What follows belongs to an exercise in optimizing a design on an open flow for a short achievable clock period, few clock cycles and low power; a production flow would make more cautious choices. Only simulation tests tie the RTL to the original design; equivalence was not proved. Power figures rest on the tool's default switching activity, not on a simulated workload.

// mac_vector_engine
module mac_vector_engine (
  input logic clk,
  input logic reset_n,
  input logic start,
  input logic clear,
  input logic [9:0] vec_len,
  input logic signed [47:0] bias,
  input logic in_valid,
  input logic [35:0] in_a,
  input logic [35:0] in_b,
  input logic out_ready,
  output logic busy,
  output logic in_ready,
  output logic out_valid,
  output logic signed [17:0] out_data,
  output logic signed [47:0] out_acc,
  output logic acc_overflow
);
  localparam int NST = 2;    
  localparam int HOLD = 3;  
  logic busy_q, ir_q, pv_q, inf_q, ov_q;
  logic [9:0] plen_q, rem_q;
  logic [$clog2(HOLD+1)-1:0] hc_q;
  logic [47:0] bias_q;
  logic res_done;
  wire cur = rem_q != '0;
  wire pl0 = plen_q == 10'd0, pl1 = plen_q == 10'd1, pl2 = plen_q == 10'd2;
  wire r1 = rem_q == 10'd1, r2 = rem_q == 10'd2;
  wire pseudo = !cur && pv_q && pl0 && !inf_q;   
  wire [9:0] rem_m1 = (cur ? rem_q : plen_q) - 10'd1;
  wire blast_t = cur ? r1 : pl1;                 
  wire hc_hi = hc_q > 1;
  wire take = in_valid && ir_q;
  wire pop = ov_q && out_ready;
  wire accept = start && !busy_q;               
  wire vl0 = vec_len == 10'd0, vl1 = vec_len == 10'd1;
  wire infn = inf_q && !pop;
  wire consume = (take && !cur) || pseudo;      
  wire bfirst = consume;
  wire blast = pseudo || (take && blast_t);
  wire ir_t = cur ? (r1 ? (pv_q ? (!pl0 && !pl1) : (accept && !vl0 && !vl1)) : !(r2 && infn))
  ...
For scale: roughly 2700 cells after synthesis, ~520 flip-flops, about 210 I/O pins, about 0.030 mm^2 of cells after synthesis.
==> flow/config.mk <==
export PLATFORM = sky130hd
export DESIGN_NAME = mac_vector_engine
export DESIGN_NICKNAME = mac_vector_engine
export VERILOG_FILES = /design/flow/design.v
export SDC_FILE = /design/flow/constraint.sdc
export NUM_CORES = 4
export LEC_CHECK = 0
export ABC_CLOCK_PERIOD_IN_PS = 2600
export CAP_MARGIN = 20
export CORE_MARGIN = 2
export CORE_UTILIZATION = 60
export CTS_BUF_LIST = sky130_fd_sc_hd__clkbuf_16
export CTS_CLUSTER_DIAMETER = 80
export CTS_CLUSTER_SIZE = 40
export SETUP_SLACK_MARGIN = 4.4
export SLEW_MARGIN = 20
==> flow/constraint.sdc <==
create_clock -name core_clock -period 7.0 [get_ports {clk}]
set_input_delay 1.4000 -clock core_clock [delete_from_list [all_inputs] [get_ports {clk}]]
set_output_delay 1.4000 -clock core_clock [all_outputs]
set_load 0.01 [all_outputs]
run.sh (not shown) runs the stock make flow with config.mk's settings and CLKGATE_MAP_FILE= SYNTH_SCRIPT=/design/flow/synth_recipe.tcl, a recipe that flattens the netlist after the stock synthesis.
Testbench counts at the start, summed over its fixed seeds: cycles 12,350.
==> next run, changes <==
ABC_CLOCK_PERIOD_IN_PS = 2900   (was 2600)
CTS_BUF_LIST = sky130_fd_sc_hd__clkbuf_4   (was sky130_fd_sc_hd__clkbuf_16)
CTS_CLUSTER_DIAMETER = not set   (was 80)
CTS_CLUSTER_SIZE = not set   (was 40)
SETUP_SLACK_MARGIN = 4.1   (was 4.4)
The changed run finished with timing, DRC and antenna clean; clock skew grows by 31 ps; combinational power is lower by 16%; wire length went down by about 17%; sequential power climbs by about 2%; power drops by about 6.5%; critical path depth is higher by 1; register-to-register slack loses 70 ps; via count went down by about 6%; area after synthesis does not change.
==> next run, changes <==
CORE_UTILIZATION = 40   (was 60)
CTS_BUF_LIST = not set   (was sky130_fd_sc_hd__clkbuf_4)
- The new run finished with timing, DRC and antenna clean
- sequential cell count is unchanged
- fmax went up by a few percent
- area after synthesis stays the same
- sequential share of layout area shrinks by 0.59 points
- clock power went up by about a fifth
==> next run, changes <==
CORE_UTILIZATION = 60   (was 40)
The new run finished with timing, DRC and antenna clean.
Final cell count is lower by 7.7%.
Flip-flop and latch count stays the same.
Sequential power is about the same.
Total power barely changes.
Routed wire length is lower by 6.1%.
Global-route usage is higher by 8.1 points.
Sequential share of layout area is higher by 0.26 points.
Cell area is lower by about 1.2%.
Register-to-register slack is better by 30 ps.

========
mac_vector_engine, a different RTL version from the one above (not shown whole).
Size in the first run: roughly 3100 cells after synthesis, roughly 530 flip-flops, roughly 210 I/O pins, about 33000 um^2 of cells after synthesis.
clock: 7.0 ns
lec_check: 0
abc_clock_period_in_ps: 2900
cap_margin: 20
core_margin: 2
core_utilization: 60
cts_buf_list: sky130_fd_sc_hd__clkbuf_16
cts_cluster_diameter: 70
cts_cluster_size: 40
setup_slack_margin: 4.4
slew_margin: 20
The first run finished with timing, DRC and antenna clean.
Testbench counts at the start, summed over its fixed seeds: cycles 12,350.
Rerun with:
- SETUP_SLACK_MARGIN: 4.4 -> 4.3
Sequential share of layout area came out lower by 0.22 points.
Via count went up by 2.0%.
Non-clock buffer count came out higher by 42.
Rerun with:
- SETUP_SLACK_MARGIN: 4.3 -> 4.2
Synthesized cell count does not change.
Final cell count is lower by 5.3%.
Count of clock-buffer cells in the layout increases by 2.
Area after synthesis is unchanged.
Total power went down by 2.9%.
Die area does not change.
Wire length drops by 13%.
Cell area drops by 6.9%.
Non-clock buffer count is lower by 218.
Clock skew falls by 0.014 ns.
Sequential share of layout area grows by 2.2 points.

========
Another version of the RTL of mac_vector_engine (not shown whole).
Size in the first run: ~2900 cells after synthesis, roughly 520 flip-flops, about 210 I/O pins.
export LEC_CHECK = 0
export ABC_CLOCK_PERIOD_IN_PS = 2900
export CAP_MARGIN = 20
export CORE_MARGIN = 2
export CORE_UTILIZATION = 60
export CTS_BUF_LIST = sky130_fd_sc_hd__clkbuf_16
export CTS_CLUSTER_DIAMETER = 80
export CTS_CLUSTER_SIZE = 40
export SETUP_SLACK_MARGIN = 4.1
export SLEW_MARGIN = 20
create_clock -name core_clock -period 7.0 [get_ports {clk}]
Testbench counts at the start, summed over its fixed seeds: cycles 12,350.
Rerun with:
--- a/flow/config.mk
+++ b/flow/config.mk
@@ -12,4 +12,4 @@
 export CTS_BUF_LIST = sky130_fd_sc_hd__clkbuf_16
-export CTS_CLUSTER_DIAMETER = 80
-export CTS_CLUSTER_SIZE = 40
+export CTS_CLUSTER_DIAMETER = 60
+export CTS_CLUSTER_SIZE = 50
 export SETUP_SLACK_MARGIN = 4.1
Result:
- The new run ran to the end with no violations
- cell area grows by 1.1%
- sequential share of layout area fell by 0.43 points
- total power rose by 3.8%
- final cell count climbs by 0.55%
- synthesized area stays the same
- die area stays the same
- sequential power is about the same
- routed wire length is higher by 0.92%
- setup slack gains 0.031 ns
- hold slack is worse by 0.018 ns
Rerun with:
--- a/flow/config.mk
+++ b/flow/config.mk
@@ -12,5 +12,5 @@
 export CTS_BUF_LIST = sky130_fd_sc_hd__clkbuf_16
-export CTS_CLUSTER_DIAMETER = 60
-export CTS_CLUSTER_SIZE = 50
-export SETUP_SLACK_MARGIN = 4.1
+export CTS_CLUSTER_DIAMETER = 80
+export CTS_CLUSTER_SIZE = 40
+export SETUP_SLACK_MARGIN = 3.8
 export SLEW_MARGIN = 20
Outcome: Cell area shrinks by 1.7%; core utilization shrinks by 1.2 points; power shrinks by 4.9%; clock-buffer cell count shrinks by 11; sequential share of layout area grows by 0.23 points; synthesized area stays the same.
Rerun with:
--- a/flow/config.mk
+++ b/flow/config.mk
@@ -12,5 +12,6 @@
 export CTS_BUF_LIST = sky130_fd_sc_hd__clkbuf_16
-export CTS_CLUSTER_DIAMETER = 80
+export CTS_CLUSTER_DIAMETER = 60
 export CTS_CLUSTER_SIZE = 40
-export SETUP_SLACK_MARGIN = 3.8
+export PLACE_DENSITY = 0.75
+export SETUP_SLACK_MARGIN = 4.1
 export SLEW_MARGIN = 20
What happened:
- wire length came out higher by 3.4%
- combinational power grows by about 4%
- final cell count rises by 0.82%
- final area came out higher by 1.6%
- register-to-register slack improved by 0.20 ns
- total power is higher by 3.6%
- non-clock buffer count goes up by 12
- global-route usage grows by 0.80 points
- via count grows by 2.7%
Rerun with:
--- a/flow/config.mk
+++ b/flow/config.mk
@@ -7,3 +7,3 @@
 export LEC_CHECK = 0
-export ABC_CLOCK_PERIOD_IN_PS = 2900
+export ABC_CLOCK_PERIOD_IN_PS = 3500
 export CAP_MARGIN = 20
@@ -12,5 +12,4 @@
 export CTS_BUF_LIST = sky130_fd_sc_hd__clkbuf_16
-export CTS_CLUSTER_DIAMETER = 60
+export CTS_CLUSTER_DIAMETER = 80
 export CTS_CLUSTER_SIZE = 40
-export PLACE_DENSITY = 0.75
 export SETUP_SLACK_MARGIN = 4.1
Final area falls by 0.91%. Worst setup slack gets worse by 0.033 ns. Routed wire length falls by 1.2%. Global-route usage falls by 0.54 points. Synthesized area does not change. Sequential share of layout area rises by 0.22 points. Total power falls by 2.2%. Fmax falls by 1.1%. Die area does not change. Flip-flop and latch count does not change. Register-to-register slack gets worse by 0.03 ns.

==> static timing again, ports no longer ideal <==
No port has a modelled driver above. Below, the same layouts with a new extraction and two added sets of constraints. Step 1 sets driving cells, clkbuf_16 on the clock port and buf_2 on the other inputs (assumed; they add their load-dependent delay and slew). Step 2 also shifts input and output timing later by t, the mid clock arrival at the registers, as if the neighbouring blocks saw the same clock. Slacks: ideal ports / drivers / drivers and shift; pairs: ideal ports / drivers.
run	t (ns)	setup slack, ns	worst data-port slew with drivers (ns)	cell pins on the clock port's net
the first run of note 1	0.679	4.019 / 4.019 / 3.845	0.09	1
the second run of note 1	1.010	3.952 / 3.952 / 3.416	0.07	1
the third run of note 1	0.677	4.043 / 4.043 / 3.646	0.07	1
the fourth run of note 1	0.664	4.068 / 4.068 / 3.631	0.07	1
the first run of note 2	0.650	4.174 / 4.174 / 3.987	0.06	1
the second run of note 2	0.706	4.168 / 4.168 / 3.828	0.07	1
the third run of note 2	0.697	4.246 / 4.188 / 3.856	0.05	1
the first run of note 3	0.702	3.998 / 3.998 / 3.510	0.10	1
the second run of note 3	0.661	4.029 / 4.029 / 3.709	0.10	1
the third run of note 3	0.686	3.830 / 3.830 / 3.572	0.12	1
the fourth run of note 3	0.643	4.031 / 4.031 / 3.689	0.07	1
the fifth run of note 3	0.702	3.998 / 3.998 / 3.510	0.10	1
After both steps setup and hold are still met in every run listed. The setup slack of the second run of note 1, which loses most, moves by 0.000 ns with the drivers and by -0.536 ns with both steps.
